This design comes from an exercise in tuning for small area, a short achievable clock period and few clock cycles on the open sky130 flow, not from production work.
Only simulation tests tie the RTL to the original design; equivalence was not proved.
No activity file was given, so power comes from the tool's default toggle rates.

**design.v**
```verilog
package twt_pkg;
    localparam int TAG_W      = 32;
    localparam int TOP_BYTE_W = 8;
    localparam int MODE_W     = 2;
    localparam int STATUS_W   = 3;
    localparam int SLOT_OUT_W = 8;
    localparam logic [MODE_W-1:0] MODE_ADD    = 2'd0;
    localparam logic [MODE_W-1:0] MODE_REMOVE = 2'd1;
    localparam logic [MODE_W-1:0] MODE_CHECK  = 2'd2;
    typedef enum logic [STATUS_W-1:0] {
        ST_ADDED     = 3'd0,
        ST_EXISTS    = 3'd1,
        ST_FULL      = 3'd2,
        ST_REMOVED   = 3'd3,
        ST_NOT_FOUND = 3'd4,
        ST_PRESENT   = 3'd5,
        ST_ABSENT    = 3'd6
    } status_t;
    typedef enum logic [1:0] {
        S_IDLE  = 2'd0,
        S_SCAN  = 2'd1,
        S_WRITE = 2'd2,
        S_RESP  = 2'd3
    } state_t;
endpackage
module tag_whitelist_table #(
    parameter int SLOT_COUNT = 128
) (
    input  logic                                clk,
    input  logic                                rst_n,
    input  logic                                in_valid,
    output logic                                in_ready,
    input  logic [twt_pkg::MODE_W-1:0]          mode,
    input  logic [twt_pkg::TAG_W-1:0]           tag_id,
    output logic                                out_valid,
    input  logic                                out_ready,
    output logic [twt_pkg::STATUS_W-1:0]        status,
    output logic [twt_pkg::SLOT_OUT_W-1:0]      slot_index
);
    localparam int IDX_W = (SLOT_COUNT > 1) ? $clog2(SLOT_COUNT) : 1;
    localparam int TAG_W = twt_pkg::TAG_W;
    localparam int RES_W = twt_pkg::STATUS_W + IDX_W;
    localparam int Q_N   = 4;      
    logic [SLOT_COUNT-1:0][TAG_W-1:0] slot_data;
    logic [SLOT_COUNT-1:0]            slot_vld;
    logic                       a_vld;
    logic [twt_pkg::MODE_W-1:0] a_mode;
    logic [TAG_W-1:0]           a_key;
    logic                       b_vld;
    logic [twt_pkg::MODE_W-1:0] b_mode;
    logic [TAG_W-1:0]           b_key;
    logic [SLOT_COUNT-1:0]      b_eq;
    logic                       b_fwd;    
    logic                       b_key_nz;
    logic                       b_top_nz;
    logic                       added;
    logic [IDX_W-1:0]           added_idx;
    logic [Q_N-1:0][RES_W-1:0] q_data;
    logic [1:0]       q_wr;
    logic [1:0]       q_rd;
    logic [1:0]       q_rd_next;
    logic [RES_W-1:0] head_next;
    logic [RES_W-1:0] out_reg;
    logic [2:0]       q_cnt;
    logic             out_valid_reg;
    logic             in_ready_reg;
    logic [SLOT_COUNT-1:0] a_eq;
    logic [SLOT_COUNT-1:0] fwd_slot;
    logic [SLOT_COUNT-1:0] match;
    logic [SLOT_COUNT-1:0] empty;
    logic [SLOT_COUNT-1:0] first_empty;
    logic [SLOT_COUNT-1:0] below;
    logic                  hit;
    logic                  has_empty;
    logic [IDX_W-1:0]      match_idx;
    logic [IDX_W-1:0]      empty_idx;
    logic                  is_add;
    logic                  is_rem;
    logic                  do_set;
    logic                  do_clr;
    twt_pkg::status_t      res_status;
    logic [IDX_W-1:0]      res_slot;
    logic [RES_W-1:0]      res;
    logic                  pop;
    logic [2:0]            q_cnt_next;
    logic [2:0]            q_cnt_flag;
    logic                  a_vld_next;
    always_comb
    begin
        for (int s = 0; s < SLOT_COUNT; s++)
        begin
            a_eq[s] = slot_vld[s] && (slot_data[s] == a_key);
        end
    end
    always_comb
    begin
        for (int s = 0; s < SLOT_COUNT; s++)
        begin
            fwd_slot[s] = (added_idx == IDX_W'(s));
        end
        match = (slot_vld & b_eq) | ({SLOT_COUNT{added && b_fwd}} & fwd_slot);
        empty = ~slot_vld;
        below[0] = 1'b0;
        for (int s = 1; s < SLOT_COUNT; s++)
        begin
            below[s] = below[s-1] | empty[s-1];
        end
        first_empty = empty & ~below;
        hit       = |match;
        has_empty = |empty;
        match_idx = '0;
        empty_idx = '0;
        for (int s = 0; s < SLOT_COUNT; s++)
        begin
            match_idx = match_idx | (match[s]       ? IDX_W'(s) : '0);
            empty_idx = empty_idx | (first_empty[s] ? IDX_W'(s) : '0);
        end
        is_add = (b_mode == twt_pkg::MODE_ADD);
        is_rem = (b_mode == twt_pkg::MODE_REMOVE);
        do_set = b_vld && is_add && b_key_nz && !hit && has_empty;
        do_clr = b_vld && is_rem && b_top_nz;
        if (is_add)
        begin
            if (hit)
            begin
                res_status = twt_pkg::ST_EXISTS;
                res_slot   = match_idx;
            end
            else if (!has_empty)
            begin
                res_status = twt_pkg::ST_FULL;
                res_slot   = '0;
            end
            else
            begin
                res_status = b_key_nz ? twt_pkg::ST_ADDED : twt_pkg::ST_EXISTS;
                res_slot   = empty_idx;
            end
        end
        else if (is_rem)
        begin
            if (b_top_nz && hit)
            begin
                res_status = twt_pkg::ST_REMOVED;
                res_slot   = match_idx;
            end
            else
            begin
                res_status = twt_pkg::ST_NOT_FOUND;
                res_slot   = '0;
            end
        end
        else
        begin
            if (hit)
            begin
                res_status = twt_pkg::ST_PRESENT;
                res_slot   = match_idx;
            end
            else if (!b_key_nz && has_empty)
            begin
                res_status = twt_pkg::ST_PRESENT;
                res_slot   = empty_idx;
            end
            else
            begin
                res_status = twt_pkg::ST_ABSENT;
                res_slot   = '0;
            end
        end
        res = {res_status, res_slot};
    end
    always_ff @(posedge clk)
    begin
        for (int s = 0; s < SLOT_COUNT; s++)
        begin
            if (first_empty[s])
            begin
                slot_data[s] <= b_key;
            end
        end
    end
    always_ff @(posedge clk or negedge rst_n)
    begin
        if (!rst_n)
        begin
            slot_vld <= '0;
            added    <= 1'b0;
        end
        else
        begin
            for (int s = 0; s < SLOT_COUNT; s++)
            begin
                if (do_set && first_empty[s])
                begin
                    slot_vld[s] <= 1'b1;
                end
                else if (do_clr && match[s])
                begin
                    slot_vld[s] <= 1'b0;
                end
            end
            added <= do_set;
        end
    end
    always_ff @(posedge clk)
    begin
        a_mode    <= mode;
        a_key     <= tag_id;
        b_mode    <= a_mode;
        b_key     <= a_key;
        b_eq      <= a_eq;
        b_fwd     <= (a_key == b_key);
        b_key_nz  <= |a_key;
        b_top_nz  <= |a_key[TAG_W-1 -: twt_pkg::TOP_BYTE_W];
        added_idx <= empty_idx;
    end
    always_comb
    begin
        pop        = out_valid_reg && out_ready;
        q_cnt_next = q_cnt - 3'(pop) + 3'(b_vld);
        a_vld_next = in_valid && in_ready_reg;
    end
    always_ff @(posedge clk or negedge rst_n)
    begin
        if (!rst_n)
        begin
            a_vld         <= 1'b0;
            b_vld         <= 1'b0;
            q_cnt         <= '0;
        end
        else
        begin
            a_vld         <= a_vld_next;
            b_vld         <= a_vld;
            q_cnt         <= q_cnt_next;
        end
    end
    always_comb
    begin
        q_cnt_flag = q_cnt - 3'((q_cnt != 3'd0) && out_ready) + 3'(b_vld);
    end
    always_ff @(posedge clk)
    begin
        out_valid_reg <= (q_cnt_flag != 3'd0);
        in_ready_reg  <= ({1'b0, q_cnt_flag} + {3'b000, a_vld_next} + {3'b000, a_vld})
                         < 4'(Q_N);
    end
    always_comb
    begin
        q_rd_next = q_rd + 2'(pop);
        if (b_vld && (q_wr == q_rd_next))
        begin
            head_next = res;
        end
        else
        begin
            head_next = q_data[q_rd_next];
        end
    end
    always_ff @(posedge clk)
    begin
        if (b_vld)
        begin
            q_data[q_wr] <= res;
        end
        out_reg <= head_next;
    end
    always_ff @(posedge clk or negedge rst_n)
    begin
        if (!rst_n)
        begin
            q_wr <= '0;
            q_rd <= '0;
        end
        else
        begin
            q_wr <= q_wr + 2'(b_vld);
            q_rd <= q_rd_next;
        end
    end
    assign in_ready   = in_ready_reg;
    assign out_valid  = out_valid_reg;
    assign status     = out_reg[RES_W-1 -: twt_pkg::STATUS_W];
    assign slot_index = twt_pkg::SLOT_OUT_W'(out_reg[IDX_W-1:0]);
endmodule
```
**flow/run.sh**
```bash
#!/bin/bash
# Own layout flow: the standard flow (standard synthesis unchanged), with
# timing repair aimed below the design's period so the layout is optimised for
# the period it can reach. The clock, constraints and all other steps are the
# standard ones. Each step's full output stays in orfs/logs/; make's own
# output goes to flow_make.log in the work folder.
set -euo pipefail
MARGIN=$(cat flow/setup_margin)
bash standard.sh SETUP_SLACK_MARGIN="$MARGIN" finish > flow_make.log 2>&1
```
**flow/setup_margin**
```
6.6
```
**standard.sh**
```bash
#!/bin/bash
# synth_recipe.tcl (not shown) runs the flow's synth.tcl, then flattens the netlist and writes it again
# the make line also repeats each setting of config.mk as NAME=value (left out here)
make -C /OpenROAD-flow-scripts/flow DESIGN_CONFIG=/design/flow/config.mk WORK_HOME=/design/flow/orfs CLKGATE_MAP_FILE= SYNTH_SCRIPT=/design/flow/synth_recipe.tcl "${@:-finish}"
```
**config.mk**
```make
export PLATFORM = sky130hd
export DESIGN_NAME = tag_whitelist_table
export DESIGN_NICKNAME = tag_whitelist_table
export VERILOG_FILES = /design/flow/design.v
export SDC_FILE = /design/flow/constraint.sdc
export NUM_CORES = 4
export LEC_CHECK = 0
export CAP_MARGIN = 20
export CORE_MARGIN = 2
export CORE_UTILIZATION = 40
export CTS_CLUSTER_DIAMETER = 70
export CTS_CLUSTER_SIZE = 24
export SLEW_MARGIN = 20
export SYNTH_MEMORY_MAX_BITS = 8192
```
**constraint.sdc**
```tcl
create_clock -name core_clock -period 10.0 [get_ports {clk}]
set_input_delay 2.0000 -clock core_clock [delete_from_list [all_inputs] [get_ports {clk}]]
set_output_delay 2.0000 -clock core_clock [all_outputs]
set_load 0.01 [all_outputs]
```
==> parameters.txt <==
Parameter                              Value

Placement
  Sum of net half-perimeters after detailed placement ... roughly 460 mm
  Last weighted congestion value of the routability-driven placer ... about 1.0
  I/O Buffers ... 49
  Placed cell count ... between 15000 and 20000

Outcome
  Status ... no timing/DRC/antenna violations

Route
  Initial drt markers ... just over 20000
  Remaining antenna violation count ... 0
  Initial DRT Pass Iterations ... 6
  Post-detailed-routing wire length ... ~800 mm
  Average wire per cell in the routed design ... around 40 um
  Number of remaining DRC errors ... 0
  Number of vias per cell ... 6.15
  Total vias in the final route ... 121712

Floorplanning
  Count of pins on the block boundary ... 51
  Number of placement rows ... approximately 250
  DIE HEIGHT ... 694 um
  Overall die area ... between 400000 and 500000 sq um
  Area inside the core boundary ... 474000 sq um
  Initial core utilization ... 40.1%
  Overall die width ... slightly below 700 um

Synthesis
  Cell with the most instances after synthesis ... sky130_fd_sc_hd__edfxtp_1
  Async set-reset flop share out of synthesis ... under 10%
  Number of enable flip-flop cells after synthesis ... 4136
  Top cell types by occurrence after synthesis ... 4136 x sky130_fd_sc_hd__edfxtp_1, 3432 x sky130_fd_sc_hd__xnor2_1, 953 x sky130_fd_sc_hd__nand4_1
  Sequential-to-total area share from yosys stat ... approximately 69%
  Post-synthesis cell count ... approximately 13000
  Top cells by area, synth ... sky130_fd_sc_hd__edfxtp_1 65%, sky130_fd_sc_hd__xnor2_1 16%, sky130_fd_sc_hd__nand4_1 3.1%
  Average cell area after synthesis ... roughly 15 sq um
  Synth Cell Area ... approximately 190000 sq um
  Synthesis Warnings ... 1
  Net count after synthesis ... approximately 13000
  Top flip-flop cell by instance count after synthesis ... sky130_fd_sc_hd__edfxtp_1
  Number of distinct library cells after synthesis ... roughly 110
  Largest area contributor in the synthesized netlist ... sky130_fd_sc_hd__edfxtp_1
  Post-synth top area share ... around 65%
  Flip-flop and latch count after synthesis ... 4492

Clocking
  Clock Latency Late Sink ... roughly 1.1 ns
  CTS tree ... yes
  Root Buffer ... sky130_fd_sc_hd__clkbuf_16
  Buffer depth of the longest clock path ... 4
  H-tree depth ... 5
  Clock Sinks ... between 4000 and 5000
  Clock buffer count from CTS ... about 300
  Clock input transition at the sequential cells of the worst setup and hold paths ... approximately 0.09 ns

Timing
  Worst-margin pin slew ... 1.24 ns
  Fin crit share ... 42.0%
  Setup-violating endpoint count in the final report ... 0
  Top achievable clock speed ... between 200 and 250 MHz
  Setup Skew ... roughly 0.11 ns
  Final TNS setup ... 0 ns
  Hold violation total from the final report ... 0
  RSZ-0062 raised after global routing ... true
  Final Max Slew Viols ... 0
  Final period demand of the worst path ... between 4 and 5 ns
  Slew margin rel. ... roughly 18%

Final layout
  Largest Register ... slot_data
  Number of nets in the layout ... around 13000
  Flip-flop count of the largest register after layout ... 4096
  Filler instances ... between 40000 and 50000
  Non-filler cells in the finished layout ... a little under 20000
  Share of final-layout standard cells stronger than drive strength 1 ... a little under a fifth
  Area grow syn2layout ... 17.6%
  Biggest regs ... slot_data (4096), b_eq (128), slot_vld (128)

Global route
  Global-route usage over all layers ... between 30% and 40%
  Via count of the first global-routing pass ... about 110k
  First-pass GRT wire length ... 1040 mm
  Pin count of the biggest net entering global routing ... 98
  Leftover overflow at the end of global routing ... 0
  Initial antenna violation count ... between 70 and 80

Setup path
  Reg-to-Reg Start ... added_idx[0]
  R2r setup slk ... just under 6 ns
  Endpoint class of the critical path ... flop
  Data arrival time of the critical path ... 4.94 ns
  Largest fanout of any net on the critical path ... 13
  Crit path required time ... ~11 ns
  Type of element launching the critical path ... flop
  Worst reg-to-reg path cell count ... 14
  Start-to-end type of the worst setup path ... reg -> reg
  Capture instance of the worst register-to-register path ... q_data[15]

Pwr
  Leakage power total ... ~69 nW
  PwrDens ... between 150 and 200 nW/um^2
  Worst IR drop on VDD ... around 160 uV

Hold path
  Source of the worst hold timing path ... a_mode[0]
  WHS Endpoint ... b_mode[0]
  Hold Path Cell Cnt ... 0
  Path category of the worst min-delay check ... reg -> reg

Run
  Number of max-capacitance violations reported ... 0
metrics by stage:
stage	hold WS (ns)	area (sq um)	util (%)	power [mW]	setup slack [ns]
3_5_place_dp	0.316	203000	42.7	25.3	4.11
4_1_cts	0.349	220000	46.4	39.0	6.01
3_3_place_gp	0.347	202000	42.7	25.3	4.16
5_1_grt	0.351	224000	47.2	40.0	5.81
2_1_floorplan	0.310	191000	-	23.5	5.75
6_report	0.342	224000	47.2	39.2	5.80
critical path: stages (launching register included):
cell and delay [ns]:
sky130_fd_sc_hd__dfxtp_4 0.44, sky130_fd_sc_hd__buf_12 0.18, sky130_fd_sc_hd__nand4b_1 0.23, sky130_fd_sc_hd__nor2_1 0.17, sky130_fd_sc_hd__buf_6 0.23, sky130_fd_sc_hd__a22oi_2 0.53, sky130_fd_sc_hd__nand4_1 0.31, sky130_fd_sc_hd__nor2_1 0.18
sky130_fd_sc_hd__nand4b_1 0.21, sky130_fd_sc_hd__buf_4 0.27, sky130_fd_sc_hd__o31ai_4 0.34, sky130_fd_sc_hd__buf_4 0.21, sky130_fd_sc_hd__nand3_4 0.11, sky130_fd_sc_hd__a32oi_4 0.36, sky130_fd_sc_hd__o221ai_1 0.14
cells by family after synthesis:
| kind of cell | Yosys count | synth area share (%) |
|---|---|---|
| compound gates | 726 | 2.47 |
| fa+ha+maj | 13 | 0.0934 |
| xor+xnor | 4106 | 18.9 |
| buf+inv | 753 | 1.55 |
| mux | 27 | 0.226 |
| simple gates | 2409 | 7.36 |
| other cells | 1 | 0.00197 |
| flops | 4492 | 69.4 |
worst max-delay path by stage:
stage                  from         endpoint  cells after the start
3_3_place_gp   slot_vld[74]       q_data[29]                     12
3_5_place_dp   slot_vld[39]        q_data[3]                     12
6_report       added_idx[0]       q_data[15]                     14
5_1_grt               added       q_data[15]                     13
2_1_floorplan   slot_vld[8]  slot_data[1888]                      7
4_1_cts        slot_vld[20]       q_data[18]                     14
power by group:
| group | total (mW) | internal [mW] | switching (mW) |
|---|---|---|---|
| Combinational | 4.30 | 1.45 | 2.85 |
| Clock | 13.7 | 6.29 | 7.41 |
| Sequential | 21.2 | 20.9 | 0.330 |
routing by layer:
layer | vias to the layer above | global-route usage, % | part of all wire, %
met2 | 8121 | 50.6 | 46
met3 | 1594 | 5.42 | 10
li1 | 47889 | - | -
met4 | 26 | 13.4 | 5.5
met5 | - | 0 | 0.026
met1 | 64082 | 42.8 | 38
cells in the final DEF, fill, tap and decap left out, types with 30 or more instances in the layout:
cell and count:
sky130_fd_sc_hd__buf_16 30, sky130_fd_sc_hd__buf_12 135, sky130_fd_sc_hd__nand2_1 199, sky130_fd_sc_hd__clkbuf_16 317, sky130_fd_sc_hd__o21ai_2 37, sky130_fd_sc_hd__o21ai_0 160
sky130_fd_sc_hd__clkinv_8 46, sky130_fd_sc_hd__a21oi_1 145, sky130_fd_sc_hd__a22oi_1 54, sky130_fd_sc_hd__nor3_4 45, sky130_fd_sc_hd__nor4_1 286, sky130_fd_sc_hd__nor2_1 96
sky130_fd_sc_hd__nor2_2 51, sky130_fd_sc_hd__dfrtp_2 99, sky130_fd_sc_hd__buf_6 117, sky130_fd_sc_hd__buf_4 733, sky130_fd_sc_hd__edfxtp_1 4136, sky130_fd_sc_hd__clkbuf_1 32
sky130_fd_sc_hd__inv_8 32, sky130_fd_sc_hd__nor4_2 75, sky130_fd_sc_hd__inv_1 80, sky130_fd_sc_hd__nand4_1 953, sky130_fd_sc_hd__dfxtp_1 136, sky130_fd_sc_hd__xnor2_1 3430
sky130_fd_sc_hd__dfxtp_4 76, sky130_fd_sc_hd__nor4_4 118, sky130_fd_sc_hd__nand3_1 208, sky130_fd_sc_hd__clkdlybuf4s50_1 36, sky130_fd_sc_hd__xor2_1 673, sky130_fd_sc_hd__nor2_4 41
sky130_fd_sc_hd__nor3_1 40
what timing repair did:
action / in CTS / in global routing
setup endpoints to repair: 2816 / 1143
pin swaps: 149 / 86
resized for setup: 844 / 383
setup buffers: 340 / 153
hold buffers: 0 / 0
gates cloned: 24 / 19
cell type report:
cell class / instances / area [sq um] / area share (%)
antenna: 26 / 65.1 / 0.0291
inverter: 85 / 332 / 0.148
timing repair buffer: 1113 / 11900 / 5.34
clock inverter: 188 / 2590 / 1.16
tap: 6247 / 7820 / 3.49
clock buffer: 336 / 7690 / 3.44
sequential: 4492 / 132000 / 59.2
multi-input combinational: 7294 / 60800 / 27.2
Testbench counts, summed over its fixed seeds: cycles 3,224.

afterwards: timing with drivers on the ports:
The flow's constraints put no driver on any port. The routed layout listed below was extracted and timed again, unchanged, in two steps.
Step 1 sets driving cells, clkbuf_16 on the clock port and buf_2 on the other inputs (assumed; they add their load-dependent delay and slew).
Step 2 moves the port delays by t, midway between the first and last clock arrival at a register: inputs arrive t later, outputs are due t later. That takes back most of the time a late clock gives input paths.
Three values: ideal, step 1, step 2; two values: the first two.
t, ns: 1.139
setup WS [ns]: 5.796 / 5.796 / 5.796
cell pins on the clock port's net: 1
After both steps this run still meets setup and hold. For this run, drivers alone change the setup slack by 0.000 ns; drivers and shift together by 0.000 ns.
